Context: an optimization exercise on an open-source flow, tuned for small area. The choices shown serve that exercise and are no tape-out recipe. At most, simulation tests tie the RTL to the original design; equivalence was not proved. No functional check of the RTL was part of run 9. No activity file was given, so power comes from the tool's default toggle rates.

==> design.v <==
module memory_system (
  input  logic         Clk,
  input  logic         Reset,
  input  logic [7:0]   address,
  input  logic [7:0]   data_in,
  input  logic         write,
  output logic [7:0]   from_memory,
  input  logic [127:0] port_in,
  output logic [127:0] port_out,
  input  logic         ld_start,
  input  logic         ld_valid,
  input  logic [7:0]   ld_data,
  input  logic         ld_last,
  output logic         ld_ready,
  output logic         ld_done,
  output logic         cpu_hold
);
  logic [7:0]   rom [128];
  logic [7:0]   ram [96];
  logic [127:0] port_out_q;
  logic [127:0] sync0, sync1;
  logic [1:0]   sync_ok;
  logic         s_load, s_done;
  logic [6:0]   ld_ptr;
  logic         rom_wr;
  assign port_out = port_out_q;
  assign ld_ready = s_load;
  assign ld_done  = s_done;
  assign cpu_hold = s_load | s_done;
  assign rom_wr   = s_load & ld_valid;
  logic [7:0] bytes [256];
  always_comb begin
    for (int i = 0; i < 128; i++) bytes[i]       = rom[i];
    for (int i = 0; i < 96; i++)  bytes[128 + i] = ram[i];
    for (int i = 0; i < 16; i++)  bytes[224 + i] = port_out_q[8*i +: 8];
    for (int i = 0; i < 16; i++)  bytes[240 + i] = sync1[8*i +: 8];
  end
  logic [7:0]  rd_data;
  logic [15:0] lo_sel, hi_sel, hi_sel_n;
  always_comb begin
    for (int i = 0; i < 16; i++) begin
      lo_sel[i] = address[3:0] == 4'(i);
      hi_sel[i] = address[7:4] == 4'(i);
    end
    hi_sel[15] = hi_sel[15] & sync_ok[1];
    hi_sel_n   = ~hi_sel;
  end
  logic [15:0] grp_n [8];
  for (genvar b = 0; b < 8; b++) begin : g_rdbit
    for (genvar g = 0; g < 16; g++) begin : g_rdgrp
      logic [15:0] d;
      for (genvar i = 0; i < 16; i++) begin : g_d
        assign d[i] = bytes[16*g + i][b];
      end
      memsys_rdgroup u_g (.sel(lo_sel), .d(d), .hsel_n(hi_sel_n[g]), .y_n(grp_n[b][g]));
    end
    assign rd_data[b] = ~&grp_n[b];
  end
  logic [127:0] rom_en, rom_en_n;
  logic [95:0]  ram_en, ram_en_n;
  logic [15:0]  out_en, out_en_n;
  always_comb begin
    for (int i = 0; i < 128; i++) begin
      rom_en[i]   = rom_wr && ld_ptr == 7'(i);
      rom_en_n[i] = !rom_en[i];
    end
    for (int i = 0; i < 96; i++) begin
      ram_en[i]   = write && hi_sel[8 + i/16] && lo_sel[i%16];
      ram_en_n[i] = !ram_en[i];
    end
    for (int i = 0; i < 16; i++) begin
      out_en[i]   = write && hi_sel[14] && lo_sel[i];
      out_en_n[i] = !out_en[i];
    end
  end
  for (genvar i = 0; i < 128; i++) begin : g_rom
    memsys_byte u_b (.Clk(Clk), .d(ld_data), .en(rom_en[i]), .en_n(rom_en_n[i]), .q(rom[i]));
  end
  for (genvar i = 0; i < 96; i++) begin : g_ram
    memsys_byte u_b (.Clk(Clk), .d(data_in), .en(ram_en[i]), .en_n(ram_en_n[i]), .q(ram[i]));
  end
  for (genvar i = 0; i < 16; i++) begin : g_out
    memsys_byte_r u_b (.Clk(Clk), .Reset(Reset), .d(data_in), .en(out_en[i]), .en_n(out_en_n[i]),
                       .q(port_out_q[8*i +: 8]));
  end
  always_ff @(posedge Clk or negedge Reset) begin
    if (!Reset) begin
      from_memory <= 8'h00;
      sync_ok     <= 2'b00;
      s_load      <= 1'b0;
      s_done      <= 1'b0;
    end else begin
      from_memory <= rd_data;
      sync_ok <= {sync_ok[0], 1'b1};
      s_load  <= s_load ? !(ld_valid && (ld_last || ld_ptr == 7'd127)) : (!s_done && ld_start);
      s_done  <= s_load && ld_valid && (ld_last || ld_ptr == 7'd127);
    end
  end
  always_ff @(posedge Clk) begin
    sync0 <= port_in;
    sync1 <= sync0;
    ld_ptr <= s_load ? ld_ptr + 7'(ld_valid) : 7'd0;
  end
endmodule
module memsys_byte (
  input  logic       Clk,
  input  logic [7:0] d,
  input  logic       en,
  input  logic       en_n,
  output logic [7:0] q
);
  always_ff @(posedge Clk) begin
    q <= (q & {8{en_n}}) | (d & {8{en}});
  end
endmodule
module memsys_byte_r (
  input  logic       Clk,
  input  logic       Reset,
  input  logic [7:0] d,
  input  logic       en,
  input  logic       en_n,
  output logic [7:0] q
);
  always_ff @(posedge Clk or negedge Reset) begin
    if (!Reset) q <= 8'h00;
    else        q <= (q & {8{en_n}}) | (d & {8{en}});
  end
endmodule
module memsys_rdgroup (
  input  logic [15:0] sel,
  input  logic [15:0] d,
  input  logic        hsel_n,
  output logic        y_n
);
  logic [5:0] t_n;
  for (genvar k = 0; k < 5; k++) begin : g_aoi
    memsys_aoi222 u_a (.a(sel[3*k +: 3]), .b(d[3*k +: 3]), .y(t_n[k]));
  end
  assign t_n[5] = ~(sel[15] & d[15]);
  assign y_n    = ~(~&t_n & ~hsel_n);
endmodule
module memsys_aoi222 (
  input  logic [2:0] a,
  input  logic [2:0] b,
  output logic       y
);
  assign y = ~((a[0] & b[0]) | (a[1] & b[1]) | (a[2] & b[2]));
endmodule
==> flow/run.sh <==
#!/bin/bash
# Own layout flow: the standard ORFS flow with smaller port buffers and a
# leaner clock tree (larger sink clusters, no dummy loads). Synthesis is the
# standard one, unchanged.
set -euo pipefail
CTS="-sink_clustering_enable -repair_clock_nets -dont_use_dummy_load"
CTS="$CTS -sink_clustering_size 16 -sink_clustering_max_diameter 60"
CTS="$CTS -buf_list sky130_fd_sc_hd__clkbuf_8"
bash standard.sh \
  "BUFFER_PORTS_ARGS=-buffer_cell sky130_fd_sc_hd__buf_1" \
  "CTS_ARGS=$CTS" \
  finish > standard_flow.log 2>&1
==> standard.sh <==
#!/bin/bash
# synth_recipe.tcl (not shown) runs the flow's synth.tcl, then flattens the netlist and writes it again
# the make line also repeats each setting of config.mk as NAME=value (left out here)
make -C /OpenROAD-flow-scripts/flow DESIGN_CONFIG=/design/flow/config.mk WORK_HOME=/design/flow/orfs CLKGATE_MAP_FILE= SYNTH_SCRIPT=/design/flow/synth_recipe.tcl "${@:-finish}"
==> config.mk <==
export PLATFORM = sky130hd
export DESIGN_NAME = memory_system
export DESIGN_NICKNAME = memory_system
export VERILOG_FILES = /design/flow/design.v
export SDC_FILE = /design/flow/constraint.sdc
export NUM_CORES = 4
export LEC_CHECK = 0
export CAP_MARGIN = 20
export CORE_MARGIN = 2
export CORE_UTILIZATION = 40
export SLEW_MARGIN = 20
export SYNTH_HIERARCHICAL = 1
==> constraint.sdc <==
create_clock -name core_clock -period 5.0 [get_ports {Clk}]
set_input_delay 1.0000 -clock core_clock [delete_from_list [all_inputs] [get_ports {Clk}]]
set_output_delay 1.0000 -clock core_clock [all_outputs]
set_load 0.01 [all_outputs]
==> flow_metrics.tcl, run 1 <==
set metrics [dict create \
    r2r_end "g_rom[122].u_b.q[5]$_DFF_P_" \
    die_h_um 445 \
    fillers 17900 \
    power.density_nw_per_um2 356 \
    p_leak_nw 29.2 \
    grt_max_degree 129 \
    hpwl_um 187000 \
    synthCells 6363 \
    gp_congestion 0.899 \
    fin_nets 6625 \
    cts_tree "yes" \
    worstReg2RegStart "ld_ptr[1]$_SDFF_PN0_" \
    max_freq_mhz 266 \
    synth_flop_cell "dfxtp_1" \
    ir_drop_mv 0.206 \
    ant_nets 0 \
    hold_class "input port to asynchronous set/reset pin" \
    htree_num_levels 4 \
    ys_async_sr_fraction 0.0638 \
    post_cts_buffers 0 \
    synth_most_common_cell "dfxtp_1" \
    drc 0 \
    relSlewSlack 0.220 \
    grt_pass1_vias 57500 \
    crit_start "address[1]" \
    yosysTopAreaCellShare 0.530 \
    worst-path-max-fanout 64 \
    drv_cap 0 \
    rsz0062_at_grt "no" \
    wire_per_inst_um 31.5 \
    drt-initial-drc-count 10800 \
    clockBufferDepth 3 \
    first_pass_iters 9 \
    synth_edf_count 0 \
    finalCriticalPeriod_ps 3750 \
    required_ps 5840 \
    grt_pass1_wl_um 409000 \
    root_buffer "clkbuf_8" \
    multi_input_area_um2 28800 \
    finalCritPeriodShare 0.751 \
    track_usage 0.274 \
    regArea_um2 44600 \
    worstMarginPinSlew_ps 1170 \
    arrival_ps 4590 \
    cts_resized 0 \
    fin_ws_ps 1250 \
    io_pins 297 \
    synth-seq-area-share 0.575 \
    reg2reg_setup_slack_ps 1940 \
    die_x_um 445 \
    synth_common_cells "dfxtp_1 (2,055), a22o_1 (1,920), a222oi_1 (640), nand2_1 (413), buf_2 (268)" \
    hold_buffers 0 \
    antenna_found_initial 21 \
    die_area_um2 198000 \
    cts.sinks 2195 \
    critPathCaptureType "register" \
    insertion_delay_ps 990 \
    crit_type "input port to register" \
    numCtsBuffers 166 \
    portBuffers 296 \
    drive_above_1_share 0.0614 \
    dp_slack_ps 395 \
    skew_ps 106 \
    vias_per_cell 6.78 \
    finalHoldViolCount 0 \
    finalSetupViolCount 0 \
    synthTopCellsByArea "dfxtp_1 (53%), a22o_1 (22%), a222oi_1 (8.3%)" \
    slew_viol_final 0 \
    start_util 0.403 \
    outcome "complete, no violations" \
    syn_area_um2 77600 \
    vias 61100 \
    worstSetupStartpointType "input port" \
    avgSynthCellArea_um2 12.2 \
    setup_tns_ps 0 \
    synth_top_area_cell "dfxtp_1" \
    synth.distinct_cells 50 \
    synth-seq-cells 2195 \
    reg2regPathDepth 5 \
    path_clk_slew_ps 100 \
    design.core.area_um2 193000 \
    rows 161 \
    ys_warn_count 14 \
    area_delta_synth_final_pct 5.55 \
    wl_um 283000 \
    overflow 0 \
]
metrics by stage:
stage / hold WS (ps) / cell area, um^2 / util / total power [mW] / std cells
after floorplan: 310 / 77600 / - / 19.9 / 6363
after global placement: 311 / 79600 / 0.413 / 20.9 / 8822
after detailed placement: 312 / 79600 / 0.413 / 21.0 / 8822
after CTS: 1.01 / 81900 / 0.425 / 29.2 / 8988
after global routing: 32.9 / 81900 / 0.425 / 30.1 / 8998
final: 59.2 / 81900 / 0.425 / 29.2 / 9001
modules after synthesis, one instance, submodules excluded:
module	cells	cell area, um^2
memsys_aoi222	1	10.0
memory_system	1019	8870
memsys_byte_r	18	287
memsys_rdgroup	3	20.0
memsys_byte	18	246
area by class of cell:
| cell class | count | share of cell area |
|---|---|---|
| diodes | 12 | 0.000366 |
| clock buffers | 166 | 0.0279 |
| inverters | 18 | 0.00159 |
| multi-input cells | 3618 | 0.351 |
| flip-flops and latches | 2195 | 0.545 |
| well taps | 2526 | 0.0386 |
| repair buffers | 466 | 0.0353 |
placed cells by master (no fill, tap or decap), drive strengths merged, types with 8 or more instances in the layout:
master	n
a22o	1920
diode	12
buf	449
nand3	17
and3	130
inv	18
and2	9
a41o	128
clkbuf	183
or4	8
dfxtp	2055
nor2	264
nor3	8
a222oi	640
nand2	413
nand4	35
dfrtp	140
cell families after synthesis:
kind of cell / synth area share
DFF: 0.575
buffers and inverters: 0.0546
adders and majority gates: 0.000322
other: 0.0000483
xor gates and xnor gates: 0.000339
AOI/OAI and AO/OA: 0.316
and+or+nand+nor: 0.0533
power breakdown:
| part | total (mW) | internal [mW] | switching (mW) |
|---|---|---|---|
| Sequential | 18.7 | 18.2 | 0.494 |
| Clock | 8.56 | 2.97 | 5.58 |
| Combinational | 1.92 | 0.746 | 1.17 |
| Total | 29.2 | 21.9 | 7.25 |
state kept, by name, indices dropped and copies added (netlist names):
register,cells
s_load,1
sync1,128
g_rom.u_b.q,1024
ld_ptr,7
g_out.u_b.q,128
s_done,1
from_memory,8
g_ram.u_b.q,768
sync_ok,2
sync0,128
routing by layer:
layer  global-route usage  vias to the layer above  wire [um]
met5                    0                        -         39
met4                0.129                        6      15300
met3               0.0559                      625      27700
met2                0.426                     3626     127000
met1                0.365                    30800     113000
li1                     -                    26000          -
critical path, stage by stage:
cell and delay, ps:
buf_1 250, nor2b_1 170, nand3_2 310, inv_6 290
buf_4 370, a222oi_1 470, and3_1 370, a41o_1 260
nand4_1 430, or4_1 550
how the worst max path moves through the flow:
stage | endpoint | slack [ps] | cells past startpoint
after CTS | from_memory[3]$_DFF_PN0_ | 1470 | 10
after floorplan | from_memory[0]$_DFF_PN0_ | 60 | 8
after global placement | from_memory[3]$_DFF_PN0_ | 380 | 10
final | from_memory[6]$_DFF_PN0_ | 1250 | 10
after detailed placement | from_memory[3]$_DFF_PN0_ | 390 | 10
after global routing | from_memory[6]$_DFF_PN0_ | 1290 | 10
==> run 2: changes to the inputs <==
--- a/flow/run.sh
+++ b/flow/run.sh
@@ -11,2 +11,3 @@
   "CTS_ARGS=$CTS" \
+  MATCH_CELL_FOOTPRINT=0 \
   finish > standard_flow.log 2>&1
--- a/config.mk
+++ b/config.mk
@@ -9,3 +9,4 @@
 export CORE_MARGIN = 2
-export CORE_UTILIZATION = 40
+export CORE_UTILIZATION = 70
+export PLACE_DENSITY = 0.82
 export SLEW_MARGIN = 20
==> flow_metrics.tcl, run 2 <==
set metrics [dict create \
    outcome "complete, no violations" \
    final_cell_mix "dfxtp_1 (2,055), a22o_1 (1,920), a222oi_1 (640)" \
    arrival_ps 4790 \
    synth.distinct_cells 50 \
    worstMarginPinSlew_ps 1320 \
    hold_class "input port to register" \
    drc 0 \
    critPathCaptureType "register" \
    fillers 7773 \
    cts_resized 0 \
    cts.sinks 2195 \
    p_int_mw 21.8 \
    synth-seq-area-share 0.575 \
    avgSynthCellArea_um2 12.2 \
    root_buffer "clkbuf_8" \
    synth_top_family_by_area "compound AO/OA/AOI/OAI gates" \
    finalHoldViolCount 0 \
    vias 61800 \
    vias_per_cell 7.79 \
    drive_above_1_share 0.0578 \
    synthSimpleGateAreaFrac 0.0533 \
    top_regs "g_rom.u_b.q: 1024 flops, g_ram.u_b.q: 768 flops" \
    ys_async_sr_fraction 0.0638 \
    clockBufferDepth 3 \
    relSlewSlack 0.117 \
    numCtsBuffers 158 \
    synth_top_area_cell "dfxtp_1" \
    grt_pass1_vias 57800 \
    synthCells 6363 \
    hold_buffers 0 \
    io_pins 297 \
    grt_pass1_wl_um 367000 \
    syn_area_um2 77600 \
    power.density_nw_per_um2 357 \
    synth_edf_count 0 \
    start_util 0.703 \
    synth_most_common_cell "dfxtp_1" \
    htree_num_levels 4 \
    insertion_delay_ps 910 \
    synthTopCellsByArea "dfxtp_1 (53%), a22o_1 (22%), a222oi_1 (8.3%)" \
    yosysTopAreaCellShare 0.530 \
    hpwl_um 162000 \
    gp_congestion 0.953 \
    p_clk_frac 0.284 \
    fin_nets 6597 \
    ys_warn_count 14 \
    switchingPower_mw 6.90 \
    finalCritPeriodShare 0.801 \
    ir_drop_mv 0.285 \
    skew_ps 58.5 \
    postLayoutCoreUtil 0.728 \
    cts_tree "yes" \
    worst-path-max-fanout 43 \
    finalCriticalPeriod_ps 4010 \
    p_seq_frac 0.652 \
    max_freq_mhz 250 \
    largest_reg_flops 1024 \
    drt-initial-drc-count 11800 \
    slew_viol_final 0 \
    swShare 0.240 \
    synth-seq-cells 2195 \
    crit_type "input port to register" \
    setup_tns_ps 0 \
    overflow 0 \
    drv_cap 0 \
    p_leak_nw 28.9 \
    synthAdderAreaFrac 0.000322 \
    portBuffers 296 \
    die_area_um2 114000 \
    synth_compound_area_frac 0.316 \
    top_register "g_rom.u_b.q" \
    antenna_found_initial 13 \
    fin_ws_ps 994 \
    muxShareOfSynthArea 0 \
    p_total_mw 28.7 \
    track_usage 0.422 \
    comb_power_share 0.065 \
    worstSetupStartpointType "input port" \
    grt_max_degree 129 \
    required_ps 5790 \
    post_cts_buffers 0 \
    rsz0062_at_grt "no" \
    synth_xor_area_frac 0.000338 \
    first_pass_iters 13 \
    wire_per_inst_um 31.3 \
    die_h_um 337 \
    synth_common_cells "dfxtp_1 (2,055), a22o_1 (1,920), a222oi_1 (640), nand2_1 (413), buf_2 (268)" \
    design.core.area_um2 110000 \
    finalSetupViolCount 0 \
    final_common_cell "dfxtp_1" \
    hold_ws_ps 174 \
    synth_flop_cell "dfxtp_1" \
    dp_slack_ps 264 \
    die_x_um 337 \
    path_clk_slew_ps 100 \
    rows 122 \
    ant_nets 0 \
    area_delta_synth_final_pct 3.52 \
    wl_um 248000 \
]
==> run 2: per-module statistics from Yosys (local to each module, per instance) <==
module | copies in the design | flip-flops and latches | area [um^2] | cells
memory_system | 1 | 275 | 8870 | 1019
memsys_aoi222 | 640 | 0 | 10.0 | 1
memsys_byte_r | 16 | 8 | 287 | 18
memsys_byte | 224 | 8 | 246 | 18
memsys_rdgroup | 128 | 0 | 20.0 | 3
==> run 2: worst paths after layout <==
check | startpoint | endpoint | slack, ps | cells after the start
setup / recovery | address[0] | from_memory[4]$_DFF_PN0_ | 990 | 11
hold / removal | port_in[22] | sync0[22]$_DFF_P_ | 170 | 1
setup reg to reg | s_load$_DFF_PN0_ | g_rom[75].u_b.q[5]$_DFF_P_ | 1560 | 4
hold reg to reg | sync0[39]$_DFF_P_ | sync1[39]$_DFF_P_ | 310 | 0
max in group asynchronous | Reset | g_out[2].u_b.q[1]$_DFF_PN0_ | 3730 | 2
min in group asynchronous | Reset | from_memory[4]$_DFF_PN0_ | 300 | 1
==> run 2: metal layers <==
layer,up-vias,track usage,share of wire
li1,26000,-,-
met1,30000,0.573,0.37
met2,4901,0.607,0.42
met3,944,0.107,0.13
met4,20,0.250,0.068
met5,-,0,0.00051
==> run 2: cell families after synthesis <==
family / after synthesis
xor gates and xnor gates: 3
AOI/OAI and AO/OA: 2695
and+or+nand+nor: 917
adders and majority gates: 2
DFF: 2195
buffers and inverters: 550
other: 1
==> run 2: layout make-up <==
type,count,area [um^2],area share
Tap cell,1488,1860,0.0232
Timing Repair Buffer,446,2740,0.0341
Inverter,18,123,0.00153
Clock buffer,158,2170,0.0271
Antenna cell,5,12.5,0.000156
Sequential cell,2195,44600,0.556
Multi-Input combinational cell,3618,28800,0.359
==> run 2: critical path: stages <==
cell and delay, ps:
buf_1 260, and2b_1 270, nand2_1 170, clkinvlp_4 370, buf_4 460, buf_4 260, a222oi_1 390, and3_1 260
a41o_1 250, nand4_1 440, or4_1 630
==> run 2: through the flow <==
stage	instance area [um^2]	std cells
after floorplan	77700	6363
after global placement	78200	7764
after detailed placement	78200	7764
final	80400	7928
after CTS	80300	7922
after global routing	80400	7924
==> run 2: power groups by stage <==
stage / Sequential, mW / Combinational [mW] / Clock (mW)
after floorplan: 18.9 / 0.951 / 0
after global placement: 19.0 / 1.75 / 0
after detailed placement: 19.1 / 1.80 / 0
after CTS: 18.7 / 1.80 / 8.12
after global routing: 18.8 / 1.93 / 8.76
final: 18.7 / 1.86 / 8.14
==> run 3: changes to the inputs <==
--- a/flow/run.sh
+++ b/flow/run.sh
@@ -6,4 +6,4 @@
 CTS="-sink_clustering_enable -repair_clock_nets -dont_use_dummy_load"
-CTS="$CTS -sink_clustering_size 16 -sink_clustering_max_diameter 60"
-CTS="$CTS -buf_list sky130_fd_sc_hd__clkbuf_8"
+CTS="$CTS -sink_clustering_size 10 -sink_clustering_max_diameter 45"
+CTS="$CTS -buf_list sky130_fd_sc_hd__clkbuf_4"
 bash standard.sh \
@@ -11,3 +11,2 @@
   "CTS_ARGS=$CTS" \
-  MATCH_CELL_FOOTPRINT=0 \
   finish > standard_flow.log 2>&1
--- a/config.mk
+++ b/config.mk
@@ -9,4 +9,3 @@
 export CORE_MARGIN = 2
-export CORE_UTILIZATION = 70
-export PLACE_DENSITY = 0.82
+export CORE_UTILIZATION = 40
 export SLEW_MARGIN = 20
==> flow_metrics.tcl, run 3 <==
set metrics [dict create \
    slowest_delay_ps 630 \
    finalSetupViolCount 0 \
    clockBufferDepth 4 \
    grt_pass1_wl_um 416000 \
    cts.sinks 2195 \
    insertion_delay_ps 1360 \
    ir_drop_mv 0.185 \
    first_pass_iters 8 \
    cts_resized 0 \
    crit_path_top_delay_cell "dfrtp_1" \
    wl_um 288000 \
    rsz0062_at_grt "no" \
    die_h_um 445 \
    synth_common_cells "dfxtp_1 (2,055), a22o_1 (1,920), a222oi_1 (640), nand2_1 (413), buf_2 (268)" \
    worstSetupStartpointType "register" \
    synth-seq-area-share 0.575 \
    ant_nets 0 \
    p_leak_nw 29.8 \
    finalCriticalPeriod_ps 3730 \
    crit_start "s_load$_DFF_PN0_" \
    path_delay_family "flip-flops" \
    rows 161 \
    synth.distinct_cells 50 \
    top_regs "g_rom.u_b.q: 1024 flops, g_ram.u_b.q: 768 flops" \
    synth_top_area_cell "dfxtp_1" \
    drive_above_1_share 0.0780 \
    arrival_ps 2730 \
    reg2regPathDepth 5 \
    grt_max_degree 129 \
    final_common_cell "dfxtp_1" \
    htree_num_levels 5 \
    outcome "complete, no violations" \
    hold_class "input port to register" \
    top_register "g_rom.u_b.q" \
    worstMarginPinSlew_ps 1180 \
    drv_cap 0 \
    synth_most_common_cell "dfxtp_1" \
    vias 62300 \
    numCtsBuffers 293 \
    synthTopCellsByArea "dfxtp_1 (53%), a22o_1 (22%), a222oi_1 (8.3%)" \
    path_clk_slew_ps 110 \
    io_pins 297 \
    power.density_nw_per_um2 352 \
    finalCritPeriodShare 0.746 \
    final_cell_mix "dfxtp_1 (2,055), a22o_1 (1,920), a222oi_1 (640)" \
    area_delta_synth_final_pct 7.12 \
    relSlewSlack 0.210 \
    overflow 0 \
    reg2reg_setup_slack_ps 1950 \
    wire_per_inst_um 31.1 \
    crit_cells 3 \
    drc 0 \
    path_buf_inv 2 \
    finalHoldViolCount 0 \
    skew_ps 109 \
    setup_tns_ps 0 \
    synth_edf_count 0 \
    r2r_end "g_rom[121].u_b.q[7]$_DFF_P_" \
    yosysTopAreaCellShare 0.530 \
    drt-initial-drc-count 10700 \
    track_usage 0.278 \
    cts_tree "yes" \
    fillers 17800 \
    slew_viol_final 0 \
    path_cells "buf_4 > or2_2 > buf_1" \
    worstReg2RegStart "s_load$_DFF_PN0_" \
    ys_async_sr_fraction 0.0638 \
    avgSynthCellArea_um2 12.2 \
    critPathCaptureType "output pin" \
    die_x_um 445 \
    grt_pass1_vias 59400 \
    root_buffer "clkbuf_4" \
    largest_reg_flops 1024 \
    synthCells 6363 \
    syn_area_um2 77600 \
    ys_warn_count 14 \
    vias_per_cell 6.73 \
    worst-path-max-fanout 17 \
    synth-seq-cells 2195 \
    portBuffers 296 \
    hold_ws_ps 89.6 \
    crit_type "register to output pin" \
    antenna_found_initial 25 \
    die_area_um2 198000 \
    max_freq_mhz 268 \
    hpwl_um 187000 \
    required_ps 4000 \
    endpoint "cpu_hold" \
    design.core.area_um2 193000 \
    fin_nets 6881 \
    start_util 0.403 \
    gp_congestion 0.899 \
    synth_flop_cell "dfxtp_1" \
]
run 3: cell counts after synthesis:
No cell type changed its count.
run 3: layer usage:
layer | global-route usage | vias to the layer above | share of wire
li1 | - | 26600 | -
met1 | 0.365 | 31100 | 0.40
met2 | 0.431 | 3778 | 0.45
met3 | 0.0603 | 772 | 0.098
met4 | 0.139 | 16 | 0.055
met5 | 0 | - | 0.00032
run 3: repair_timing:
action | in CTS | in global routing
endpoints found under the hold margin | 166 | 0
hold buffers | 129 | 0
setup buffers | 0 | 0
run 3: per-module statistics from Yosys (local to each module, per instance):
module          cell area [um^2]  times used
memory_system               8870           1
memsys_byte_r                287          16
memsys_rdgroup              20.0         128
memsys_aoi222               10.0         640
memsys_byte                  246         224
run 3: area by class of cell:
class                      instances  area, um^2  area share
antenna                           18        45.0    0.000542
timing repair buffer             595        4190      0.0504
clock buffer                     293        2200      0.0264
multi-input combinational       3618       28800       0.346
tap                             2526        3160      0.0380
inverter                          18         130     0.00156
sequential                      2195       44600       0.537
run 3: worst min-delay path, stage by stage:
cell and delay (ps):
buf_1 70, a21oi_1 130, a311oi_1 200
run 3: cells by family after synthesis:
family	count (synthesis)	share of synthesized area
AOI/OAI and AO/OA	2695	0.316
xor gates and xnor gates	3	0.000339
adders and majority gates	2	0.000322
buffers and inverters	550	0.0546
DFF	2195	0.575
other	1	0.0000483
and+or+nand+nor	917	0.0533
run 3: worst min-delay path by stage:
stage | start | end | slack (ps) | depth (start not counted)
CTS | ld_last | s_load$_DFF_PN0_ | 10 | 2
global route | ld_last | s_load$_DFF_PN0_ | 40 | 2
floorplan | sync0[0]$_DFF_P_ | sync1[0]$_DFF_P_ | 310 | 0
detailed placement | sync0[111]$_DFF_P_ | sync1[111]$_DFF_P_ | 310 | 0
global placement | sync0[125]$_DFF_P_ | sync1[125]$_DFF_P_ | 310 | 0
finish | ld_start | s_load$_DFF_PN0_ | 90 | 3
run 3: metrics by stage:
stage | setup slack, ps | instances | area [um^2] | utilization | total power, mW
global route | 1160 | 9258 | 83100 | 0.431 | 30.2
global placement | 384 | 8822 | 79600 | 0.413 | 20.9
finish | 1270 | 9263 | 83200 | 0.431 | 29.3
detailed placement | 395 | 8822 | 79600 | 0.413 | 21.0
CTS | 1200 | 9244 | 83100 | 0.431 | 29.3
floorplan | 58.0 | 6363 | 77600 | - | 19.9
run 3: power breakdown:
| part | internal (mW) | leakage [nW] | switching, mW |
|---|---|---|---|
| sequential | 18.2 | 18.6 | 0.493 |
| combinational | 0.811 | 9.87 | 1.20 |
| clock | 2.71 | 1.35 | 5.84 |
==> run 4: changes to the inputs <==
--- a/flow/run.sh
+++ b/flow/run.sh
@@ -6,4 +6,4 @@
 CTS="-sink_clustering_enable -repair_clock_nets -dont_use_dummy_load"
-CTS="$CTS -sink_clustering_size 10 -sink_clustering_max_diameter 45"
-CTS="$CTS -buf_list sky130_fd_sc_hd__clkbuf_4"
+CTS="$CTS -sink_clustering_size 28 -sink_clustering_max_diameter 80"
+CTS="$CTS -buf_list sky130_fd_sc_hd__clkbuf_16"
 bash standard.sh \
@@ -11,2 +11,3 @@
   "CTS_ARGS=$CTS" \
+  MATCH_CELL_FOOTPRINT=0 \
   finish > standard_flow.log 2>&1
==> flow_metrics.tcl, run 4 <==
set metrics [dict create \
    outcome "complete, no violations" \
    final_area_um2 82100 \
    grt_pass1_vias 56400 \
    start_util 0.403 \
    insertion_delay_ps 810 \
    slew_viol_final 0 \
    reg2regPathDepth 4 \
    path_clk_slew_ps 100 \
    antenna_found_initial 23 \
    synthTopCellsByArea "dfxtp_1 (53%), a22o_1 (22%), a222oi_1 (8.3%)" \
    relSlewSlack 0.214 \
    fin_nets 6553 \
    worst-path-max-fanout 72 \
    p_int_mw 22.8 \
    wl_um 282000 \
    ir_drop_mv 0.256 \
    hold_ws_ps 277 \
    yosysTopAreaCellShare 0.530 \
    clockBufferDepth 3 \
    vias 60500 \
    drt-initial-drc-count 10300 \
    synth-seq-cells 2195 \
    skew_ps 101 \
    synth_edf_count 0 \
    comb_power_share 0.063 \
    wl_met3_um 24800 \
    synth_flop_cell "dfxtp_1" \
    swShare 0.239 \
    hold_class "input port to register" \
    ys_async_sr_fraction 0.0638 \
    final_common_cell "dfxtp_1" \
    synth.distinct_cells 50 \
    top_layer "met5" \
    finalCriticalPeriod_ps 4110 \
    finalCritPeriodShare 0.821 \
    ys_warn_count 14 \
    synth_common_cells "dfxtp_1 (2,055), a22o_1 (1,920), a222oi_1 (640), nand2_1 (413), buf_2 (268)" \
    crit_type "input port to register" \
    synthCells 6363 \
    final_cell_mix "dfxtp_1 (2,055), a22o_1 (1,920), a222oi_1 (640)" \
    worstMarginPinSlew_ps 1180 \
    drive_above_1_share 0.0504 \
    gp_congestion 0.911 \
    power.density_nw_per_um2 365 \
    placed_cell_area_um2 79400 \
    htree_num_levels 3 \
    dp_slack_ps 238 \
    numCtsBuffers 109 \
    overflow 0 \
    critPathCaptureType "register" \
    syn_area_um2 77600 \
    post_cts_buffers 0 \
    drc 0 \
    worstSetupStartpointType "input port" \
    grt_max_degree 129 \
    hpwl_um 186000 \
    max_freq_mhz 244 \
    m1WireLength_um 114000 \
    grt_pass1_wl_um 404000 \
    fin_ws_ps 894 \
    top_regs "g_rom.u_b.q: 1024 flops, g_ram.u_b.q: 768 flops" \
    design.core.area_um2 193000 \
    p_clk_frac 0.314 \
    synth_top_area_cell "dfxtp_1" \
    rsz0062_at_grt "no" \
    first_pass_iters 10 \
    track_usage 0.271 \
    cts.sinks 2195 \
    io_pins 297 \
    wl_met2_um 128000 \
    wire_per_inst_um 31.5 \
    p_leak_nw 29.1 \
    switchingPower_mw 7.17 \
    avgSynthCellArea_um2 12.2 \
    rows 161 \
    hold_buffers 0 \
    synth-seq-area-share 0.575 \
    portBuffers 296 \
    finalSetupViolCount 0 \
    min_path_cells 1 \
    largest_reg_flops 1024 \
    root_buffer "clkbuf_16" \
    top_register "g_rom.u_b.q" \
    finalHoldViolCount 0 \
    die_area_um2 198000 \
    area_delta_synth_final_pct 5.79 \
    setup_tns_ps 0 \
    vias_per_cell 6.78 \
    synth_most_common_cell "dfxtp_1" \
    die_h_um 445 \
    p_total_mw 30.0 \
    die_x_um 445 \
    cts_tree "yes" \
    cts_resized 0 \
    drv_cap 0 \
    ant_nets 0 \
    p_seq_frac 0.623 \
    required_ps 5630 \
    arrival_ps 4730 \
]
run 4: cell counts after synthesis:
Identical to the previous run, type by type.
run 4: per-module statistics from Yosys (local to each module, per instance):
module	flip-flops and latches	cells inside
memory_system	275	1019
memsys_aoi222	0	1
memsys_byte_r	8	18
memsys_byte	8	18
memsys_rdgroup	0	3
run 4: cell type report:
class / instances / area, um^2
Fill cell: 17800 / 111000
Sequential cell: 2195 / 44600
Tap cell: 2526 / 3160
Multi-Input combinational cell: 3618 / 28800
Clock buffer: 109 / 2730
Antenna cell: 7 / 17.5
Inverter: 18 / 125
Timing Repair Buffer: 451 / 2680
run 4: kinds of logic after synthesis:
| kind of cell | Yosys count | share of synthesized area |
|---|---|---|
| DFF | 2195 | 0.575 |
| xor gates and xnor gates | 3 | 0.000339 |
| and+or+nand+nor | 917 | 0.0533 |
| AOI/OAI and AO/OA | 2695 | 0.316 |
| buffers and inverters | 550 | 0.0546 |
| adders and majority gates | 2 | 0.000322 |
| other | 1 | 0.0000483 |
run 4: worst max-delay path, stage by stage:
cell and delay (ps):
buf_1 350, and2b_1 280, nand2_1 140, clkinvlp_4 120
buf_12 230, buf_4 440, a222oi_1 600, and3_1 260
a41o_1 270, nand4_1 390, or4_1 520
run 4: through the flow:
stage | util | cells
3_3_place_gp | 0.412 | 8805
3_5_place_dp | 0.412 | 8808
2_1_floorplan | - | 6363
5_1_grt | 0.426 | 8922
6_report | 0.426 | 8924
4_1_cts | 0.426 | 8917
run 4: metal layers:
layer | track usage | vias to the layer above
met5 | 0 | -
met4 | 0.123 | 16
met3 | 0.0454 | 548
met2 | 0.425 | 3370
met1 | 0.365 | 30700
li1 | - | 25900
run 4: worst paths after layout:
| kind | start | to | slack [ps] |
|---|---|---|---|
| max in group asynchronous | Reset | g_out[10].u_b.q[0]$_DFF_PN0_ | 3500 |
| hold / removal | port_in[98] | sync0[98]$_DFF_P_ | 280 |
| min in group asynchronous | Reset | s_done$_DFF_PN0_ | 360 |
| hold reg to reg | sync0[95]$_DFF_P_ | sync1[95]$_DFF_P_ | 280 |
| setup / recovery | address[0] | from_memory[0]$_DFF_PN0_ | 890 |
| setup reg to reg | ld_ptr[4]$_SDFF_PN0_ | g_rom[127].u_b.q[6]$_DFF_P_ | 1730 |
run 4: power groups by stage:
stage               clock (mW)  sequential (mW)  combinational (mW)
floorplan                    0             18.9               0.951
global placement             0             19.0                1.83
detailed placement           0             19.1                1.86
CTS                       9.52             18.7                1.87
global route              10.1             18.8                1.98
finish                    9.43             18.7                1.89
==> run 5: changes to the inputs <==
--- a/flow/run.sh
+++ b/flow/run.sh
@@ -6,4 +6,4 @@
 CTS="-sink_clustering_enable -repair_clock_nets -dont_use_dummy_load"
-CTS="$CTS -sink_clustering_size 28 -sink_clustering_max_diameter 80"
-CTS="$CTS -buf_list sky130_fd_sc_hd__clkbuf_16"
+CTS="$CTS -sink_clustering_size 20 -sink_clustering_max_diameter 50"
+CTS="$CTS -buf_list sky130_fd_sc_hd__clkbuf_8"
 bash standard.sh \
--- a/config.mk
+++ b/config.mk
@@ -9,3 +9,4 @@
 export CORE_MARGIN = 2
-export CORE_UTILIZATION = 40
+export CORE_UTILIZATION = 60
+export PLACE_DENSITY = 0.72
 export SLEW_MARGIN = 20
==> flow_metrics.tcl, run 5 <==
set metrics [dict create \
    skew_ps 76.0 \
    drt-initial-drc-count 10600 \
    wire_per_inst_um 31.1 \
    hp-start "port_in[103]" \
    avgSynthCellArea_um2 12.2 \
    post-place-cells 7976 \
    final_common_cell "dfxtp_1" \
    track_usage 0.368 \
    comb_power_share 0.064 \
    crit_type "input port to register" \
    arrival_ps 4580 \
    io_pins 297 \
    ys_warn_count 14 \
    postLayoutCoreUtil 0.629 \
    finalHoldViolCount 0 \
    slew_viol_final 0 \
    worstSetupStartpointType "input port" \
    drive_above_1_share 0.0533 \
    finalSetupViolCount 0 \
    cts_resized 0 \
    swShare 0.242 \
    die_area_um2 132000 \
    wl_um 253000 \
    synthTopCellsByArea "dfxtp_1 (53%), a22o_1 (22%), a222oi_1 (8.3%)" \
    path_clk_slew_ps 100 \
    synth_most_common_cell "dfxtp_1" \
    p_seq_frac 0.646 \
    hold_ws_ps 133 \
    cts_tree "yes" \
    fin_ws_ps 1200 \
    synth_edf_count 0 \
    critPathCaptureType "register" \
    die_h_um 364 \
    synth-seq-cells 2195 \
    ys_async_sr_fraction 0.0638 \
    ant_nets 0 \
    clockBufferDepth 3 \
    required_ps 5780 \
    p_leak_nw 28.8 \
    synth.distinct_cells 50 \
    final_area_um2 80500 \
    vias 60900 \
    p_int_mw 21.9 \
    power.density_nw_per_um2 359 \
    rsz0062_at_grt "no" \
    setup_tns_ps 0 \
    synth_common_cells "dfxtp_1 (2,055), a22o_1 (1,920), a222oi_1 (640), nand2_1 (413), buf_2 (268)" \
    insertion_delay_ps 970 \
    grt_max_degree 113 \
    placed_cell_area_um2 78200 \
    antenna_found_initial 18 \
    htree_num_levels 4 \
    syn_area_um2 77600 \
    synth_flop_cell "dfxtp_1" \
    post_cts_buffers 0 \
    synth_top_area_cell "dfxtp_1" \
    instances_no_fill 8150 \
    largest_reg_flops 1024 \
    yosysTopAreaCellShare 0.530 \
    max_freq_mhz 263 \
    root_buffer "clkbuf_8" \
    ir_drop_mv 0.280 \
    cts.sinks 2195 \
    top_regs "g_rom.u_b.q: 1024 flops, g_ram.u_b.q: 768 flops" \
    drv_cap 0 \
    design.core.area_um2 128000 \
    outcome "complete, no violations" \
    area_delta_synth_final_pct 3.71 \
    top_register "g_rom.u_b.q" \
    worstReg2RegStart "s_load$_DFF_PN0_" \
    finalCriticalPeriod_ps 3800 \
    hpwl_um 162000 \
    fin_nets 6574 \
    switchingPower_mw 6.99 \
    overflow 0 \
    hold_class "input port to register" \
    rows 131 \
    relSlewSlack 0.167 \
    synth-seq-area-share 0.575 \
    start_util 0.606 \
    grt_pass1_wl_um 374000 \
    synthCells 6363 \
    numCtsBuffers 165 \
    p_total_mw 28.9 \
    vias_per_cell 7.47 \
    dp_slack_ps 453 \
    finalCritPeriodShare 0.761 \
    p_clk_frac 0.290 \
    fillers 10100 \
    worstMarginPinSlew_ps 1250 \
    first_pass_iters 10 \
    die_x_um 364 \
    portBuffers 296 \
    final_cell_mix "dfxtp_1 (2,055), a22o_1 (1,920), a222oi_1 (640)" \
    worst-path-max-fanout 32 \
    hold_buffers 0 \
    grt_pass1_vias 57200 \
    crit_start "address[2]" \
    gp_congestion 0.976 \
    drc 0 \
]
-- run 5: cell type report --
type / instances / area, um^2 / share of cell area
diodes: 9 / 22.5 / 0.000280
clock buffers: 165 / 2270 / 0.0282
repair buffers: 416 / 2500 / 0.0311
well taps: 1729 / 2160 / 0.0269
inverters: 18 / 125 / 0.00155
flip-flops and latches: 2195 / 44600 / 0.554
multi-input cells: 3618 / 28800 / 0.357
-- run 5: layer usage --
metal  global-route usage  wire [um]  up-vias
li1                     -          -    25900
met1                0.513     101000    30100
met2                0.544     109000     4213
met3               0.0717      29300      691
met4                0.190      13900       20
met5                    0        136        -
-- run 5: logic make-up after synthesis --
kind of cell / after synthesis / synth area share
XOR/XNOR: 3 / 0.000339
buffers and inverters: 550 / 0.0546
AND/OR/NAND/NOR: 917 / 0.0533
flip-flops: 2195 / 0.575
other: 1 / 0.0000483
AO/OA/AOI/OAI: 2695 / 0.316
adder cells (fa/ha/maj): 2 / 0.000322
-- run 5: path summary, 6_finish.rpt --
path / end / slack [ps] / depth (start not counted)
max: from_memory[6]$_DFF_PN0_ / 1200 / 11
min: sync0[103]$_DFF_P_ / 130 / 1
max reg2reg: g_rom[91].u_b.q[5]$_DFF_P_ / 1790 / 5
min reg2reg: sync1[10]$_DFF_P_ / 310 / 0
max in group asynchronous: g_out[0].u_b.q[4]$_DFF_PN0_ / 3730 / 2
min in group asynchronous: g_out[10].u_b.q[3]$_DFF_PN0_ / 240 / 1
-- run 5: worst max-delay path: stages --
cell and delay (ps):
buf_1 270, nor2_1 150, nand2_1 160, clkinvlp_4 150
buf_12 200, buf_4 270, a222oi_1 730, and3_1 320
a41o_1 220, nand4_1 400, or4_1 610
-- run 5: Yosys stat by module (local to each module, per instance) --
| module | cells | times used |
|---|---|---|
| memory_system | 1019 | 1 |
| memsys_aoi222 | 1 | 640 |
| memsys_byte | 18 | 224 |
| memsys_byte_r | 18 | 16 |
| memsys_rdgroup | 3 | 128 |
-- run 5: power groups by stage --
stage / Sequential, mW / Combinational, mW / Clock [mW]
after CTS: 18.7 / 1.81 / 8.44
final: 18.7 / 1.85 / 8.37
after floorplan: 18.9 / 0.951 / 0
after global routing: 18.8 / 1.94 / 9.08
after global placement: 19.0 / 1.76 / 0
after detailed placement: 19.1 / 1.81 / 0
==> run 6: changes to the inputs <==
--- a/flow/run.sh
+++ b/flow/run.sh
@@ -6,3 +6,3 @@
 CTS="-sink_clustering_enable -repair_clock_nets -dont_use_dummy_load"
-CTS="$CTS -sink_clustering_size 20 -sink_clustering_max_diameter 50"
+CTS="$CTS -sink_clustering_size 16 -sink_clustering_max_diameter 60"
 CTS="$CTS -buf_list sky130_fd_sc_hd__clkbuf_8"
@@ -11,3 +11,3 @@
   "CTS_ARGS=$CTS" \
-  MATCH_CELL_FOOTPRINT=0 \
+  REMOVE_ABC_BUFFERS=1 GPL_TIMING_DRIVEN=0 \
   finish > standard_flow.log 2>&1
==> flow_metrics.tcl, run 6 <==
set metrics [dict create \
    outcome "complete, but fails checks" \
    so_faults "negative setup slack" \
    synth_compound_area_frac 0.316 \
    cts.sinks 2195 \
    die_h_um 364 \
    clockBufferDepth 3 \
    wire_per_inst_um 30.5 \
    crit_type "input port to register" \
    synth-seq-area-share 0.575 \
    antenna_found_initial 14 \
    synth-seq-cells 2195 \
    regArea_um2 44600 \
    gp_congestion 0.856 \
    synthTopCellsByArea "dfxtp_1 (53%), a22o_1 (22%), a222oi_1 (8.3%)" \
    drc 0 \
    syn_area_um2 77600 \
    required_ps 5770 \
    hpwl_um 158000 \
    finalCriticalPeriod_ps 5120 \
    synthCells 6363 \
    worstMarginPinSlew_ps 1200 \
    root_buffer "clkbuf_8" \
    synth_most_common_cell "dfxtp_1" \
    avgSynthCellArea_um2 12.2 \
    path_clk_slew_ps 90 \
    die_x_um 364 \
    vias 60600 \
    top_register "g_rom.u_b.q" \
    worst-path-max-fanout 69 \
    drt-initial-drc-count 10500 \
    rsz0062_at_grt "no" \
    p_leak_nw 29.0 \
    ys_warn_count 14 \
    synthAdderAreaFrac 0.000322 \
    relSlewSlack 0.195 \
    cts_tree "yes" \
    numCtsBuffers 160 \
    fillers 10000 \
    yosysTopAreaCellShare 0.530 \
    largest_reg_flops 1024 \
    start_util 0.606 \
    final_cell_mix "dfxtp_1 (2,055), a22o_1 (1,920), a222oi_1 (640)" \
    synth_flop_cell "dfxtp_1" \
    die_area_um2 132000 \
    synth_xor_area_frac 0.000338 \
    synth_top_family_by_area "compound AO/OA/AOI/OAI gates" \
    critPathCaptureType "register" \
    fin_ws_ps -124 \
    synthSimpleGateAreaFrac 0.0533 \
    multi_input_area_um2 28800 \
    track_usage 0.359 \
    top_regs "g_rom.u_b.q: 1024 flops, g_ram.u_b.q: 768 flops" \
    synth_common_cells "dfxtp_1 (2,055), a22o_1 (1,920), a222oi_1 (640), nand2_1 (413), buf_2 (268)" \
    io_pins 297 \
    drv_cap 0 \
    vias_per_cell 7.47 \
    insertion_delay_ps 940 \
    max_freq_mhz 195 \
    synth.distinct_cells 50 \
    muxShareOfSynthArea 0 \
    ir_drop_mv 0.318 \
    drive_above_1_share 0.0505 \
    synth_edf_count 0 \
    grt_busiest_layer "met2" \
    met1_usage 0.512 \
    fin_nets 6543 \
    area_delta_synth_final_pct 4.55 \
    rows 131 \
    finalCritPeriodShare 1.02 \
    arrival_ps 5900 \
    post_cts_buffers 0 \
    worstSetupStartpointType "input port" \
    finalHoldViolCount 0 \
    ant_nets 0 \
    overflow 0 \
    first_pass_iters 10 \
    finalSetupViolCount 5 \
    portBuffers 296 \
    ys_async_sr_fraction 0.0638 \
    hold_ws_ps 126 \
    power.density_nw_per_um2 356 \
    slew_viol_final 0 \
    grt_pass1_vias 57400 \
    use_met2 0.521 \
    final_common_cell "dfxtp_1" \
    skew_ps 84.2 \
    grt_max_degree 95 \
    hold_class "input port to register" \
    design.core.area_um2 128000 \
    synth_top_area_cell "dfxtp_1" \
    met3_usage 0.0850 \
    htree_num_levels 4 \
    grt_pass1_wl_um 366000 \
    wl_um 247000 \
    postLayoutCoreUtil 0.634 \
]
[run 6: power breakdown]
group	total, mW	internal (mW)	switching [mW]	leakage, nW
Clock	8.32	2.87	5.45	1.15
Sequential	18.7	18.2	0.439	18.6
Combinational	1.96	0.808	1.16	9.27
[run 6: worst paths after layout]
check	from	to	slack, ps	cells past startpoint
min in group asynchronous	Reset	g_out[12].u_b.q[4]$_DFF_PN0_	590	2
max in group asynchronous	Reset	s_done$_DFF_PN0_	3420	5
setup / recovery	address[3]	from_memory[4]$_DFF_PN0_	-120	10
hold reg to reg	sync0[13]$_DFF_P_	sync1[13]$_DFF_P_	330	0
setup reg to reg	s_load$_DFF_PN0_	g_rom[30].u_b.q[3]$_DFF_P_	1460	4
hold / removal	port_in[6]	sync0[6]$_DFF_P_	130	1
[run 6: per-layer routing]
metal  routed length (um)  vias up
met5                  119        -
met4                10700       16
met3                30500      639
met2               106000     4051
met1               100000    30100
li1                     -    25800
[run 6: area by class of cell]
cell class              instances  area share
diodes                          6    0.000185
repair buffers                390      0.0387
well taps                    1729      0.0267
flip-flops and latches       2195       0.550
clock buffers                 160      0.0271
inverters                      18     0.00199
multi-input cells            3618       0.355
[run 6: metrics by stage]
stage / TNS (ps) / area, um^2 / instances / setup WS, ps / power, mW
after floorplan: -400 / 73500 / 5831 / -50.0 / 19.8
after global placement: -4810310 / 76700 / 7856 / -5710 / 20.7
after detailed placement: -5750 / 78900 / 7948 / -796 / 20.9
after CTS: 0 / 81100 / 8109 / 216 / 28.9
after global routing: 0 / 81200 / 8111 / 40.5 / 29.8
final: -239 / 81200 / 8116 / -124 / 28.9
[run 6: per-module statistics from Yosys, one instance, submodules excluded]
module,cells,copies in the design
memsys_byte_r,18,16
memory_system,1019,1
memsys_rdgroup,3,128
memsys_byte,18,224
memsys_aoi222,1,640
[run 6: repair_timing]
| action | 4_1_cts | 5_1_grt |
|---|---|---|
| hold buffers | 1 | 0 |
| gates resized for setup | 0 | 1 |
| setup endpoints to repair | 0 | 1 |
| hold endpoints to repair | 12 | 0 |
[run 6: logic make-up after synthesis]
family	Yosys count
adders and majority gates	2
other	1
DFF	2195
xor gates and xnor gates	3
buffers and inverters	550
AOI/OAI and AO/OA	2695
and+or+nand+nor	917
[run 6: worst max-delay path, stage by stage]
cell and delay [ps]:
buf_1 290, nor2_1 170, nand2_1 760, clkinv_4 840
buf_16 500, a222oi_1 450, and3_1 270, a41o_1 280
nand4_1 480, or4_1 800
==> run 7: changes to the inputs <==
--- a/flow/run.sh
+++ b/flow/run.sh
@@ -11,3 +11,3 @@
   "CTS_ARGS=$CTS" \
-  REMOVE_ABC_BUFFERS=1 GPL_TIMING_DRIVEN=0 \
+  MATCH_CELL_FOOTPRINT=0 \
   finish > standard_flow.log 2>&1
==> flow_metrics.tcl, run 7 <==
set metrics [dict create \
    outcome "complete, no violations" \
    drc 0 \
    post-place-cells 7976 \
    hold_ws_ps 141 \
    die_x_um 364 \
    synthCells 6363 \
    htree_num_levels 4 \
    hpwl_um 162000 \
    wl_met3_um 28900 \
    top_layer "met5" \
    cts_resized 0 \
    postLayoutCoreUtil 0.629 \
    finalHoldViolCount 0 \
    rows 131 \
    yosysTopAreaCellShare 0.530 \
    start_util 0.606 \
    dp_slack_ps 453 \
    synth_edf_count 0 \
    top_register "g_rom.u_b.q" \
    path_cells "buf_1 > nor2b_1 > nand3_1 > clkinvlp_4 > buf_12 > a222oi_1 > and3_1 > a41o_1 > nand4_1 > or4_1" \
    power.density_nw_per_um2 359 \
    synth_top_area_cell "dfxtp_1" \
    fin_ws_ps 1260 \
    slew_viol_final 0 \
    crit_path_top_delay_cell "a222oi_1" \
    syn_area_um2 77600 \
    ys_warn_count 14 \
    hold_class "input port to register" \
    top_regs "g_rom.u_b.q: 1024 flops, g_ram.u_b.q: 768 flops" \
    post_cts_buffers 0 \
    gp_congestion 0.976 \
    relSlewSlack 0.189 \
    finalCriticalPeriod_ps 3740 \
    final_cell_mix "dfxtp_1 (2,055), a22o_1 (1,920), a222oi_1 (640)" \
    skew_ps 97.8 \
    max_freq_mhz 267 \
    vias_per_cell 7.48 \
    worst-path-max-fanout 57 \
    grt_pass1_vias 57200 \
    rsz0062_at_grt "no" \
    synth_common_cells "dfxtp_1 (2,055), a22o_1 (1,920), a222oi_1 (640), nand2_1 (413), buf_2 (268)" \
    overflow 0 \
    finalCritPeriodShare 0.749 \
    wl_um 253000 \
    worstSetupStartpointType "input port" \
    cts.sinks 2195 \
    finalSetupViolCount 0 \
    vias 60900 \
    first_pass_iters 10 \
    path_clk_slew_ps 100 \
    portBuffers 296 \
    p_leak_nw 28.8 \
    drive_above_1_share 0.0527 \
    setup_tns_ps 0 \
    m1WireLength_um 101000 \
    insertion_delay_ps 930 \
    synth_most_common_cell "dfxtp_1" \
    worstMarginPinSlew_ps 1210 \
    ant_nets 0 \
    clockBufferDepth 3 \
    largest_reg_flops 1024 \
    final_common_cell "dfxtp_1" \
    design.core.area_um2 128000 \
    wl_met2_um 109000 \
    drt-initial-drc-count 10900 \
    arrival_ps 4560 \
    die_area_um2 132000 \
    ys_async_sr_fraction 0.0638 \
    grt_pass1_wl_um 375000 \
    wire_per_inst_um 31.1 \
    synth-seq-area-share 0.575 \
    ir_drop_mv 0.283 \
    antenna_found_initial 16 \
    required_ps 5810 \
    synth-seq-cells 2195 \
    synth.distinct_cells 50 \
    drv_cap 0 \
    cts_tree "yes" \
    synthTopCellsByArea "dfxtp_1 (53%), a22o_1 (22%), a222oi_1 (8.3%)" \
    track_usage 0.368 \
    synth_flop_cell "dfxtp_1" \
    area_delta_synth_final_pct 3.64 \
    critPathCaptureType "register" \
    root_buffer "clkbuf_8" \
    hold_buffers 0 \
    die_h_um 364 \
    numCtsBuffers 161 \
    crit_type "input port to register" \
    avgSynthCellArea_um2 12.2 \
    fin_nets 6570 \
    grt_max_degree 113 \
    instances_no_fill 8148 \
    io_pins 297 \
    slowest_delay_ps 570 \
]
## run 7: per-module statistics from Yosys (local to each module, per instance)
module          cell area (um^2)  flip-flops and latches  times used
memory_system               8870                     275           1
memsys_byte_r                287                       8          16
memsys_byte                  246                       8         224
memsys_rdgroup              20.0                       0         128
memsys_aoi222               10.0                       0         640
## run 7: final cells by class
| class | count | area (um^2) |
|---|---|---|
| Fill cell | 10000 | 47600 |
| Sequential cell | 2195 | 44600 |
| Multi-Input combinational cell | 3618 | 28800 |
| Timing Repair Buffer | 416 | 2500 |
| Clock buffer | 161 | 2220 |
| Tap cell | 1729 | 2160 |
| Inverter | 18 | 125 |
| Antenna cell | 11 | 27.5 |
## run 7: power by group
| part | internal (mW) | total (mW) | leakage [nW] | switching, mW |
|---|---|---|---|---|
| Sequential | 18.2 | 18.7 | 18.6 | 0.463 |
| Combinational | 0.740 | 1.86 | 9.00 | 1.12 |
| Clock | 2.89 | 8.32 | 1.16 | 5.43 |
| Total | 21.8 | 28.9 | 28.8 | 7.01 |
## run 7: kinds of logic after synthesis
logic type	count (synthesis)	synth area share
adder cells (fa/ha/maj)	2	0.000322
flip-flops	2195	0.575
buffers and inverters	550	0.0546
XOR/XNOR	3	0.000339
AND/OR/NAND/NOR	917	0.0533
other	1	0.0000483
AO/OA/AOI/OAI	2695	0.316
## run 7: final timing paths
path | start | endpoint | slack (ps) | depth (start not counted)
max | address[2] | from_memory[7]$_DFF_PN0_ | 1260 | 10
min | port_in[97] | sync0[97]$_DFF_P_ | 140 | 1
max reg2reg | s_load$_DFF_PN0_ | g_rom[91].u_b.q[5]$_DFF_P_ | 1800 | 5
min reg2reg | sync0[33]$_DFF_P_ | sync1[33]$_DFF_P_ | 300 | 0
max in group asynchronous | Reset | g_out[1].u_b.q[7]$_DFF_PN0_ | 3710 | 2
min in group asynchronous | Reset | from_memory[6]$_DFF_PN0_ | 290 | 1
## run 7: critical path: cells and delay by family
kind | cells | cell delay (ps)
buffers and inverters | 3 | 1090
AO/OA/AOI/OAI | 2 | 780
AND/OR/NAND/NOR | 5 | 1580
## run 7: per-layer routing
| metal | vias to the layer above | GRT usage |
|---|---|---|
| met1 | 30200 | 0.510 |
| met5 | - | 0 |
| met2 | 4092 | 0.542 |
| li1 | 25900 | - |
| met3 | 729 | 0.0745 |
| met4 | 18 | 0.197 |
## run 7: per-stage QoR
step,area [um^2],power [mW]
after floorplan,77700,19.9
after global placement,78200,20.8
after detailed placement,78200,20.9
after CTS,80400,28.9
after global routing,80500,29.7
final,80500,28.9
==> run 8: changes to the inputs <==
--- a/config.mk
+++ b/config.mk
@@ -7,3 +7,3 @@
 export LEC_CHECK = 0
-export CAP_MARGIN = 20
+export CAP_MARGIN = 0
 export CORE_MARGIN = 2
@@ -11,3 +11,3 @@
 export PLACE_DENSITY = 0.72
-export SLEW_MARGIN = 20
+export SLEW_MARGIN = 0
 export SYNTH_HIERARCHICAL = 1
==> flow_metrics.tcl, run 8 <==
set metrics [dict create \
    gp_congestion 0.976 \
    rsz0062_at_grt "no" \
    synth_edf_count 0 \
    wire_per_inst_um 31.1 \
    first_pass_iters 13 \
    final_area_um2 80500 \
    multi_input_area_um2 28800 \
    die_area_um2 132000 \
    grt_pass1_wl_um 374000 \
    placed_cell_area_um2 78200 \
    antenna_found_initial 17 \
    p_leak_nw 28.8 \
    hold_class "input port to register" \
    portBuffers 296 \
    track_usage 0.369 \
    ys_async_sr_fraction 0.0638 \
    instances_no_fill 8148 \
    area_delta_synth_final_pct 3.63 \
    regArea_um2 44600 \
    numCtsBuffers 162 \
    slowest_delay_ps 630 \
    postLayoutCoreUtil 0.628 \
    crit_type "input port to register" \
    synthCells 6363 \
    finalCriticalPeriod_ps 3820 \
    drt-initial-drc-count 11000 \
    design.core.area_um2 128000 \
    crit_path_top_delay_cell "or4_1" \
    finalSetupViolCount 0 \
    required_ps 5810 \
    grt_max_degree 113 \
    die_x_um 364 \
    start_util 0.606 \
    wl_um 254000 \
    yosysTopAreaCellShare 0.530 \
    cts_resized 0 \
    cts.sinks 2195 \
    finalCritPeriodShare 0.763 \
    syn_area_um2 77600 \
    arrival_ps 4630 \
    clockBufferDepth 3 \
    vias_per_cell 7.47 \
    final_common_cell "dfxtp_1" \
    synth.distinct_cells 50 \
    worstMarginPinSlew_ps 1390 \
    path_delay_family "simple AND/OR/NAND/NOR gates" \
    path_cells "buf_1 > nor2_1 > nand2_1 > clkinvlp_4 > buf_12 > buf_4 > a222oi_1 > and3_1 > a41o_1 > nand4_1 > or4_1" \
    worstSetupStartpointType "input port" \
    top_regs "g_rom.u_b.q: 1024 flops, g_ram.u_b.q: 768 flops" \
    critPathCaptureType "register" \
    insertion_delay_ps 930 \
    max_freq_mhz 262 \
    path_clk_slew_ps 100 \
    hold_buffers 0 \
    vias 60800 \
    io_pins 297 \
    rows 131 \
    ys_warn_count 14 \
    top_register "g_rom.u_b.q" \
    synth_top_area_cell "dfxtp_1" \
    avgSynthCellArea_um2 12.2 \
    htree_num_levels 4 \
    die_h_um 364 \
    synthTopCellsByArea "dfxtp_1 (53%), a22o_1 (22%), a222oi_1 (8.3%)" \
    worst-path-max-fanout 32 \
    drc 0 \
    root_buffer "clkbuf_8" \
    cts_tree "yes" \
    path_buf_inv 4 \
    post-place-cells 7975 \
    synth-seq-cells 2195 \
    grt_pass1_vias 57100 \
    synth_flop_cell "dfxtp_1" \
    skew_ps 102 \
    relSlewSlack 0.0679 \
    ir_drop_mv 0.316 \
    synth_common_cells "dfxtp_1 (2,055), a22o_1 (1,920), a222oi_1 (640), nand2_1 (413), buf_2 (268)" \
    largest_reg_flops 1024 \
    synth-seq-area-share 0.575 \
    slew_viol_final 0 \
    overflow 0 \
    power.density_nw_per_um2 359 \
    hpwl_um 162000 \
    drv_cap 0 \
    outcome "complete, no violations" \
    drive_above_1_share 0.0526 \
    fin_nets 6570 \
    synth_most_common_cell "dfxtp_1" \
    post_cts_buffers 0 \
    finalHoldViolCount 0 \
    setup_tns_ps 0 \
    fillers 10100 \
    final_cell_mix "dfxtp_1 (2,055), a22o_1 (1,920), a222oi_1 (640)" \
    ant_nets 0 \
]
## run 8: cell count changes in the layout (fill, tap and decap cells not counted), sizes merged
cell,previous run,this run
clkbuf,178,179
buf,399,398
## run 8: worst register-to-register path: cells and delay by family (launching register included)
family / cells / cell delay [ps]
compound gates: 1 / 380
simple gates: 3 / 1810
flops: 1 / 950
## run 8: layout make-up
type,instances,share of cell area
antenna,11,0.000342
inverter,18,0.00156
multi-input combinational,3618,0.358
clock buffer,162,0.0277
sequential,2195,0.555
timing repair buffer,415,0.0310
tap,1729,0.0269
## run 8: modules after synthesis, one instance, submodules excluded
module          cells  flops+latches  area (um^2)
memsys_byte        18              8          246
memsys_aoi222       1              0         10.0
memsys_rdgroup      3              0         20.0
memsys_byte_r      18              8          287
memory_system    1019            275         8870
## run 8: kinds of logic (layout without fill, tap and decap cells)
kind of cell / Yosys count / after routing / share of synthesized area
compound gates: 2695 / 2695 / 0.316
flops: 2195 / 2195 / 0.575
simple gates: 917 / 917 / 0.0533
buf+inv: 550 / 595 / 0.0546
xor+xnor: 3 / 3 / 0.000339
fa+ha+maj: 2 / 2 / 0.000322
other cells: 1 / 12 / 0.0000483
## run 8: path summary, 6_finish.rpt
check / from / to / slack [ps] / cells after the start
worst min-delay path: port_in[103] / sync0[103]$_DFF_P_ / 130 / 1
worst max-delay path: address[2] / from_memory[2]$_DFF_PN0_ / 1180 / 11
max in group asynchronous: Reset / g_out[12].u_b.q[2]$_DFF_PN0_ / 3720 / 2
worst min register to register: sync0[33]$_DFF_P_ / sync1[33]$_DFF_P_ / 310 / 0
worst max register to register: ld_ptr[4]$_SDFF_PN0_ / g_rom[80].u_b.q[5]$_DFF_P_ / 1740 / 4
min in group asynchronous: Reset / g_out[11].u_b.q[0]$_DFF_PN0_ / 270 / 1
## run 8: per-layer routing
| layer | vias up | routed length (um) | GRT usage | part of all wire |
|---|---|---|---|---|
| met2 | 4136 | 110000 | 0.546 | 0.43 |
| li1 | 25900 | - | - | - |
| met4 | 20 | 14100 | 0.195 | 0.055 |
| met5 | - | 157 | 0 | 0.00062 |
| met1 | 30100 | 101000 | 0.507 | 0.40 |
| met3 | 698 | 29300 | 0.0791 | 0.12 |
## run 8: power breakdown
part	switching (mW)	total (mW)	internal (mW)
clock network	5.42	8.33	2.91
registers	0.462	18.7	18.2
logic	1.11	1.85	0.735
## run 8: stage by stage
step                setup WS (ps)  total power [mW]  hold slack, ps
CTS                          1500              28.8            78.7
finish                       1180              28.9             134
global placement              522              20.8             310
floorplan                    57.4              19.9             310
detailed placement            505              20.9             312
global route                 1180              29.7             106
==> run 9: changes to the inputs <==
--- a/design.v
+++ b/design.v
@@ -39,2 +39,6 @@
   logic [15:0] lo_sel, hi_sel, hi_sel_n;
+  logic [15:0] lo_sel_q [4];
+  for (genvar q = 0; q < 4; q++) begin : g_lodec
+    memsys_dec4 u_d (.a(address[3:0]), .y(lo_sel_q[q]));
+  end
   always_comb begin
@@ -54,3 +58,3 @@
       end
-      memsys_rdgroup u_g (.sel(lo_sel), .d(d), .hsel_n(hi_sel_n[g]), .y_n(grp_n[b][g]));
+      memsys_rdgroup u_g (.sel(lo_sel_q[g/4]), .d(d), .hsel_n(hi_sel_n[g]), .y_n(grp_n[b][g]));
     end
@@ -148 +152,9 @@
 endmodule
+module memsys_dec4 (
+  input  logic [3:0]  a,
+  output logic [15:0] y
+);
+  always_comb begin
+    for (int i = 0; i < 16; i++) y[i] = a == 4'(i);
+  end
+endmodule
--- a/config.mk
+++ b/config.mk
@@ -7,3 +7,3 @@
 export LEC_CHECK = 0
-export CAP_MARGIN = 0
+export CAP_MARGIN = 20
 export CORE_MARGIN = 2
@@ -11,3 +11,3 @@
 export PLACE_DENSITY = 0.72
-export SLEW_MARGIN = 0
+export SLEW_MARGIN = 20
 export SYNTH_HIERARCHICAL = 1
==> flow_metrics.tcl, run 9 <==
set metrics [dict create \
    outcome "complete, no violations" \
    synth-seq-area-share 0.566 \
    die_area_um2 134000 \
    post_cts_buffers 0 \
    drt-initial-drc-count 11200 \
    overflow 0 \
    io_pins 297 \
    ant_nets 0 \
    critPathCaptureType "register" \
    multi_input_area_um2 29900 \
    p_seq_frac 0.645 \
    rows 133 \
    worst-path-max-fanout 40 \
    swShare 0.245 \
    track_usage 0.359 \
    first_pass_iters 10 \
    synth_compound_area_frac 0.311 \
    clockBufferDepth 3 \
    die_x_um 367 \
    switchingPower_mw 7.10 \
    synth_most_common_cell "dfxtp_1" \
    p_int_mw 21.9 \
    grt_pass1_vias 58100 \
    p_leak_nw 29.3 \
    hold_class "input port to register" \
    vias_per_cell 7.48 \
    slew_viol_final 0 \
    cts_tree "yes" \
    required_ps 5790 \
    drc 0 \
    muxShareOfSynthArea 0 \
    area_delta_synth_final_pct 3.48 \
    hp-start "port_in[71]" \
    reg2regPathDepth 4 \
    grt_max_degree 141 \
    regArea_um2 44600 \
    grt_pass1_wl_um 375000 \
    wire_per_inst_um 30.3 \
    hpwl_um 168000 \
    comb_power_share 0.068 \
    dp_slack_ps 413 \
    avgSynthCellArea_um2 12.2 \
    final_cell_mix "dfxtp_1 (2,055), a22o_1 (1,920), a222oi_1 (640)" \
    synthSimpleGateAreaFrac 0.0667 \
    skew_ps 79.1 \
    worstMarginPinSlew_ps 1240 \
    p_clk_frac 0.287 \
    ys_async_sr_fraction 0.0638 \
    fin_nets 6704 \
    setup_tns_ps 0 \
    synth-seq-cells 2195 \
    synth_top_area_cell "dfxtp_1" \
    drive_above_1_share 0.0633 \
    drv_cap 0 \
    min_path_cells 1 \
    fillers 10400 \
    portBuffers 296 \
    ys_warn_count 16 \
    synth_edf_count 0 \
    relSlewSlack 0.176 \
    finalCritPeriodShare 0.769 \
    finalSetupViolCount 0 \
    ir_drop_mv 0.309 \
    die_h_um 367 \
    root_buffer "clkbuf_8" \
    top_regs "g_rom.u_b.q: 1024 flops, g_ram.u_b.q: 768 flops" \
    power.density_nw_per_um2 355 \
    gp_congestion 1.00 \
    arrival_ps 4630 \
    wl_um 252000 \
    synthCells 6464 \
    numCtsBuffers 161 \
    synth.distinct_cells 50 \
    rsz0062_at_grt "no" \
    final_area_um2 81600 \
    final_common_cell "dfxtp_1" \
    cts.sinks 2195 \
    finalHoldViolCount 0 \
    worstSetupStartpointType "input port" \
    synth_flop_cell "dfxtp_1" \
    largest_reg_flops 1024 \
    crit_type "input port to register" \
    cts_resized 0 \
    vias 62100 \
    finalCriticalPeriod_ps 3850 \
    fin_ws_ps 1150 \
    worstReg2RegStart "ld_ptr[3]$_SDFF_PN0_" \
    max_freq_mhz 260 \
    whs_endpoint "sync0[71]$_DFF_P_" \
    path_clk_slew_ps 100 \
    synthAdderAreaFrac 0.000317 \
    reg2reg_setup_slack_ps 1530 \
    syn_area_um2 78900 \
    htree_num_levels 4 \
    synth_common_cells "dfxtp_1 (2,055), a22o_1 (1,920), a222oi_1 (640), nand2_1 (414), buf_2 (277)" \
    placed_cell_area_um2 79400 \
    antenna_found_initial 16 \
    synthTopCellsByArea "dfxtp_1 (52%), a22o_1 (21%), a222oi_1 (8.1%)" \
    insertion_delay_ps 930 \
    yosysTopAreaCellShare 0.522 \
    synth_xor_area_frac 0.000333 \
]
-- run 9: area by class of cell --
| cell class | count | area share |
|---|---|---|
| Multi-Input combinational cell | 3716 | 0.367 |
| Sequential cell | 2195 | 0.547 |
| Timing Repair Buffer | 468 | 0.0318 |
| Clock buffer | 161 | 0.0272 |
| Inverter | 2 | 0.0000920 |
| Tap cell | 1755 | 0.0269 |
| Antenna cell | 8 | 0.000245 |
-- run 9: kinds of logic after synthesis --
group,count (synthesis)
AO/OA/AOI/OAI,2695
other,1
buffers and inverters,553
AND/OR/NAND/NOR,1015
XOR/XNOR,3
flip-flops,2195
adder cells (fa/ha/maj),2
-- run 9: modules after synthesis (local to each module, per instance) --
module / area (um^2) / times used / flip-flops and latches
memsys_dec4: 277 / 4 / 0
memsys_byte: 246 / 224 / 8
memsys_byte_r: 287 / 16 / 8
memsys_aoi222: 10.0 / 640 / 0
memsys_rdgroup: 20.0 / 128 / 0
memory_system: 8980 / 1 / 275
-- run 9: worst max path at each step --
stage,startpoint,end,cells past startpoint
detailed placement,address[0],from_memory[3]$_DFF_PN0_,8
CTS,address[0],from_memory[2]$_DFF_PN0_,9
global placement,address[0],from_memory[3]$_DFF_PN0_,8
floorplan,address[1],from_memory[0]$_DFF_PN0_,7
global route,address[0],from_memory[2]$_DFF_PN0_,8
finish,address[2],from_memory[7]$_DFF_PN0_,8
-- run 9: metal layers --
| metal | routed length [um] | part of all wire | vias to the layer above | global-route usage |
|---|---|---|---|---|
| met5 | 196 | 0.00078 | - | 0 |
| met4 | 12400 | 0.049 | 16 | 0.160 |
| met3 | 32200 | 0.13 | 734 | 0.0872 |
| met2 | 105000 | 0.42 | 4360 | 0.508 |
| met1 | 102000 | 0.41 | 30600 | 0.517 |
| li1 | - | - | 26400 | - |
-- run 9: stage by stage --
stage,std cells,utilization,hold slack [ps],total power [mW]
after floorplan,6464,-,310,20.0
after global placement,8135,0.606,311,20.9
after detailed placement,8135,0.606,312,21.0
after CTS,8296,0.623,61.2,28.9
after global routing,8300,0.623,86.2,29.8
final,8305,0.623,124,29.0
-- run 9: power groups by stage --
stage	clock network (mW)	logic, mW	registers, mW
5_1_grt	8.98	2.05	18.8
3_5_place_dp	0	1.91	19.1
3_3_place_gp	0	1.86	19.0
6_report	8.32	1.97	18.7
4_1_cts	8.36	1.91	18.7
2_1_floorplan	0	1.05	18.9
-- run 9: worst max-delay path, stage by stage --
cell	delay, ps
clkbuf_4	400
buf_4	350
and4b_1	580
a222oi_1	620
and3_1	330
a41o_1	430
nand4_1	330
or4_1	560

Check on run 9: ideal ports give 1.153 ns setup slack; a clkbuf_16 on the clock port and buf_2 on the inputs give 1.187 ns; moving port delays by the midpoint clock arrival (0.992 ns) as well gives 0.195 ns.
